From an optimization exercise on the open Yosys and OpenROAD flow, aimed at small area and a short achievable clock period; shortcuts taken in it are not production practice. RTL that was checked went through simulation tests only; none was proved equivalent to the original. Power figures rest on the tool's default switching activity, not on a simulated workload.

## fdiv_mul
module fdiv_mul #(
   parameter int unsigned FINV_LAT = 3
) (
   input  logic        clk,
   input  logic        rst,
   input  logic        in_valid,
   input  logic [31:0] x,
   input  logic [31:0] y,
   input  logic [31:0] y_inv,
   output logic        out_valid,
   output logic [31:0] q,
   output logic        dbz
);
   logic [7:0] vld;
   always_ff @(posedge clk) begin
      if (rst) vld <= '0;
      else     vld <= {vld[6:0], in_valid};
   end
   assign out_valid = vld[7];
   logic [31:0] d0x;
   logic        d0yz, d0yi, d0ys;
   always_ff @(posedge clk) begin
      d0x  <= x;
      d0yz <= (y[30:23] == 8'h00);
      d0yi <= (y[30:23] == 8'hFF);
      d0ys <= y[31];
   end
   wire xi = (d0x[30:23] == 8'hFF);
   wire xz = (d0x[30:23] == 8'h00);
   wire sp = d0yz | d0yi | xi | xz;
   wire [31:0] rec;
   assign rec[31]    = sp ? (d0x[31] ^ d0ys) : d0x[31];
   assign rec[30:23] = d0yz ? 8'hFF : (d0yi ? 8'h00 : d0x[30:23]);
   assign rec[22:1]  = d0x[22:1];
   assign rec[0]     = d0yz | (~sp & d0x[0]);
   logic [31:0] d1, d2, d3, d4;
   always_ff @(posedge clk) begin
      d1 <= rec;
      d2 <= d1;
      d3 <= d2;
      d4 <= d3;
   end
   wire [24:0] bb = {1'b1, y_inv[22:0], 1'b0};
   logic [10:0] bneg;
   logic [11:0] bone, btwo;
   logic [7:0]  ve;
   logic        vs;
   always_ff @(posedge clk) begin
      for (int i = 0; i < 12; i++) begin
         bone[i] <= bb[2*i+1] ^ bb[2*i];
         btwo[i] <= (bb[2*i+2] & ~bb[2*i+1] & ~bb[2*i]) | (~bb[2*i+2] & bb[2*i+1] & bb[2*i]);
      end
      for (int i = 0; i < 11; i++) begin
         bneg[i] <= bb[2*i+2];
      end
      ve <= y_inv[30:23];
      vs <= y_inv[31];
   end
   wire [22:0] am = d4[22:0];
   wire [25:0] aa = {2'b01, am, 1'b0};   
   logic [24:0] pp0, pp1, pp2, pp3, pp4, pp5, pp6, pp7, pp8, pp9, pp10, pp11;
   always_comb begin
      for (int k = 0; k < 25; k++) begin
         pp0[k]  = ((bone[0]  & aa[k+1]) | (btwo[0]  & aa[k])) ^ bneg[0];
         pp1[k]  = ((bone[1]  & aa[k+1]) | (btwo[1]  & aa[k])) ^ bneg[1];
         pp2[k]  = ((bone[2]  & aa[k+1]) | (btwo[2]  & aa[k])) ^ bneg[2];
         pp3[k]  = ((bone[3]  & aa[k+1]) | (btwo[3]  & aa[k])) ^ bneg[3];
         pp4[k]  = ((bone[4]  & aa[k+1]) | (btwo[4]  & aa[k])) ^ bneg[4];
         pp5[k]  = ((bone[5]  & aa[k+1]) | (btwo[5]  & aa[k])) ^ bneg[5];
  ...
Size: roughly 2,100 cells after synthesis, about 130 I/O pins.
==> flow/config.mk <==
export PLATFORM = sky130hd
export DESIGN_NAME = fdiv_mul
export DESIGN_NICKNAME = fdiv_mul
export VERILOG_FILES = /design/flow/design.v
export SDC_FILE = /design/flow/constraint.sdc
export NUM_CORES = 4
export LEC_CHECK = 0
export CAP_MARGIN = 20
export CORE_MARGIN = 2
export CORE_UTILIZATION = 40
export SLEW_MARGIN = 20
export SETUP_SLACK_MARGIN = 6.15
export CTS_ARGS = -sink_clustering_enable -repair_clock_nets -dont_use_dummy_load
export BUFFER_PORTS_ARGS = -buffer_cell sky130_fd_sc_hd__buf_1
export PRE_RESIZE_TCL = /design/flow/flow/outbuf.tcl
==> flow/constraint.sdc <==
create_clock -name core_clock -period 9.0 [get_ports {clk}]
set_input_delay 1.8000 -clock core_clock [delete_from_list [all_inputs] [get_ports {clk}]]
set_output_delay 1.8000 -clock core_clock [all_outputs]
set_load 0.01 [all_outputs]
standard.sh (not shown) runs the stock make flow with config.mk's settings and CLKGATE_MAP_FILE= SYNTH_SCRIPT=/design/flow/synth_recipe.tcl, a recipe that flattens the netlist after the stock synthesis.
==> flow/flow/run.sh <==
#!/bin/bash
# The standard layout (standard.sh, with its unchanged synthesis), plus:
#  - flow/outbuf.tcl (PRE_RESIZE hook): sizes the output-port buffers up.
#  - flow/fapol.py: after synthesis, choose each full adder's polarity to drop
#    the inverters Yosys leaves between adders (registers untouched).
# The SDC (clock period, I/O delays, loads) is not touched.
set -euo pipefail
cat flow/settings.mk >> config.mk
echo "export PRE_RESIZE_TCL = $PWD/flow/outbuf.tcl" >> config.mk
bash standard.sh synth > synth.log 2>&1
R=orfs/results/sky130hd/fdiv_mul/base
cp $R/1_2_yosys.v $R/1_2_yosys.orig.v
python3 flow/fapol.py $R/1_2_yosys.orig.v $R/1_2_yosys.v > fapol.log 2>&1
rm -f $R/1_synth.odb $R/1_synth.sdc
bash standard.sh > standard.log 2>&1
Other scripts of this flow, unchanged in this note and not shown: flow/flow/fapol.py, flow/flow/outbuf.tcl, flow/flow/settings.mk
Then changed:
--- a/flow/design.v
+++ b/flow/design.v
@@ -14,31 +14,26 @@
    logic [7:0] vld;
    always_ff @(posedge clk) begin
       if (rst) vld <= '0;
       else     vld <= {vld[6:0], in_valid};
    end
    assign out_valid = vld[7];
-   logic [31:0] d0x;
-   logic        d0yz, d0yi, d0ys;
-   always_ff @(posedge clk) begin
-      d0x  <= x;
-      d0yz <= (y[30:23] == 8'h00);
-      d0yi <= (y[30:23] == 8'hFF);
-      d0ys <= y[31];
-   end
-   wire xi = (d0x[30:23] == 8'hFF);
-   wire xz = (d0x[30:23] == 8'h00);
-   wire sp = d0yz | d0yi | xi | xz;
+   wire yz = (y[30:23] == 8'h00);
+   wire yi = (y[30:23] == 8'hFF);
+   wire xi = (x[30:23] == 8'hFF);
+   wire xz = (x[30:23] == 8'h00);
+   wire sp = yz | yi | xi | xz;
    wire [31:0] rec;
-   assign rec[31]    = sp ? (d0x[31] ^ d0ys) : d0x[31];
-   assign rec[30:23] = d0yz ? 8'hFF : (d0yi ? 8'h00 : d0x[30:23]);
-   assign rec[22:1]  = d0x[22:1];
-   assign rec[0]     = d0yz | (~sp & d0x[0]);
-   logic [31:0] d1, d2, d3, d4;
+   assign rec[31]    = sp ? (x[31] ^ y[31]) : x[31];
+   assign rec[30:23] = yz ? 8'hFF : (yi ? 8'h00 : x[30:23]);
+   assign rec[22:1]  = x[22:1];
+   assign rec[0]     = yz | (~sp & x[0]);
+   logic [31:0] d0, d1, d2, d3, d4;
    always_ff @(posedge clk) begin
-      d1 <= rec;
+      d0 <= rec;
+      d1 <= d0;
       d2 <= d1;
       d3 <= d2;
       d4 <= d3;
    end
    wire [24:0] bb = {1'b1, y_inv[22:0], 1'b0};
    logic [10:0] bneg;
After rerunning: Maximum frequency is lower by 0.72%; clock skew is higher by 0.030 ns; core utilization is higher by 0.11 points; first-iteration DRC count is lower by 0.79%; sequential share of layout area is lower by 0.38 points; via count is higher by 0.86%; total power is higher by 0.69%; routed wire length is higher by 4.0%; clock-buffer cell count is higher by 1; critical path depth is unchanged.
Function not checked in the second run of this note: the RTL went through the layout flow alone.

==> separate check: timing with driven ports <==
The results above use ideal ports. As a check the final layouts listed here were re-extracted and re-timed, cells and wires unchanged. Step 1 assumes that a clkbuf_16 drives the clock port and a buf_2 every other input. Step 2 also shifts input and output timing later by t, the mid clock arrival at the registers, as if the neighbouring blocks saw the same clock. Three values: no drivers, after step 1, after step 2; two values: the first two.
run | t, ns | setup WS [ns] | hold slack, ns | latest minus earliest clock arrival (ns) | cell pins on the clock port's net
the first run | 0.634 | 6.157 / 6.096 / 6.167 | 0.313 / 0.313 / 0.313 | 0.030 / 0.030 | 1
the second run | 0.633 | 6.136 / 6.077 / 5.830 | 0.314 / 0.314 / 0.314 | 0.061 / 0.061 | 1
After both steps setup and hold are still met in every run listed. The setup slack of the second run, which loses most, moves by -0.059 ns with the drivers and by -0.306 ns with both steps.
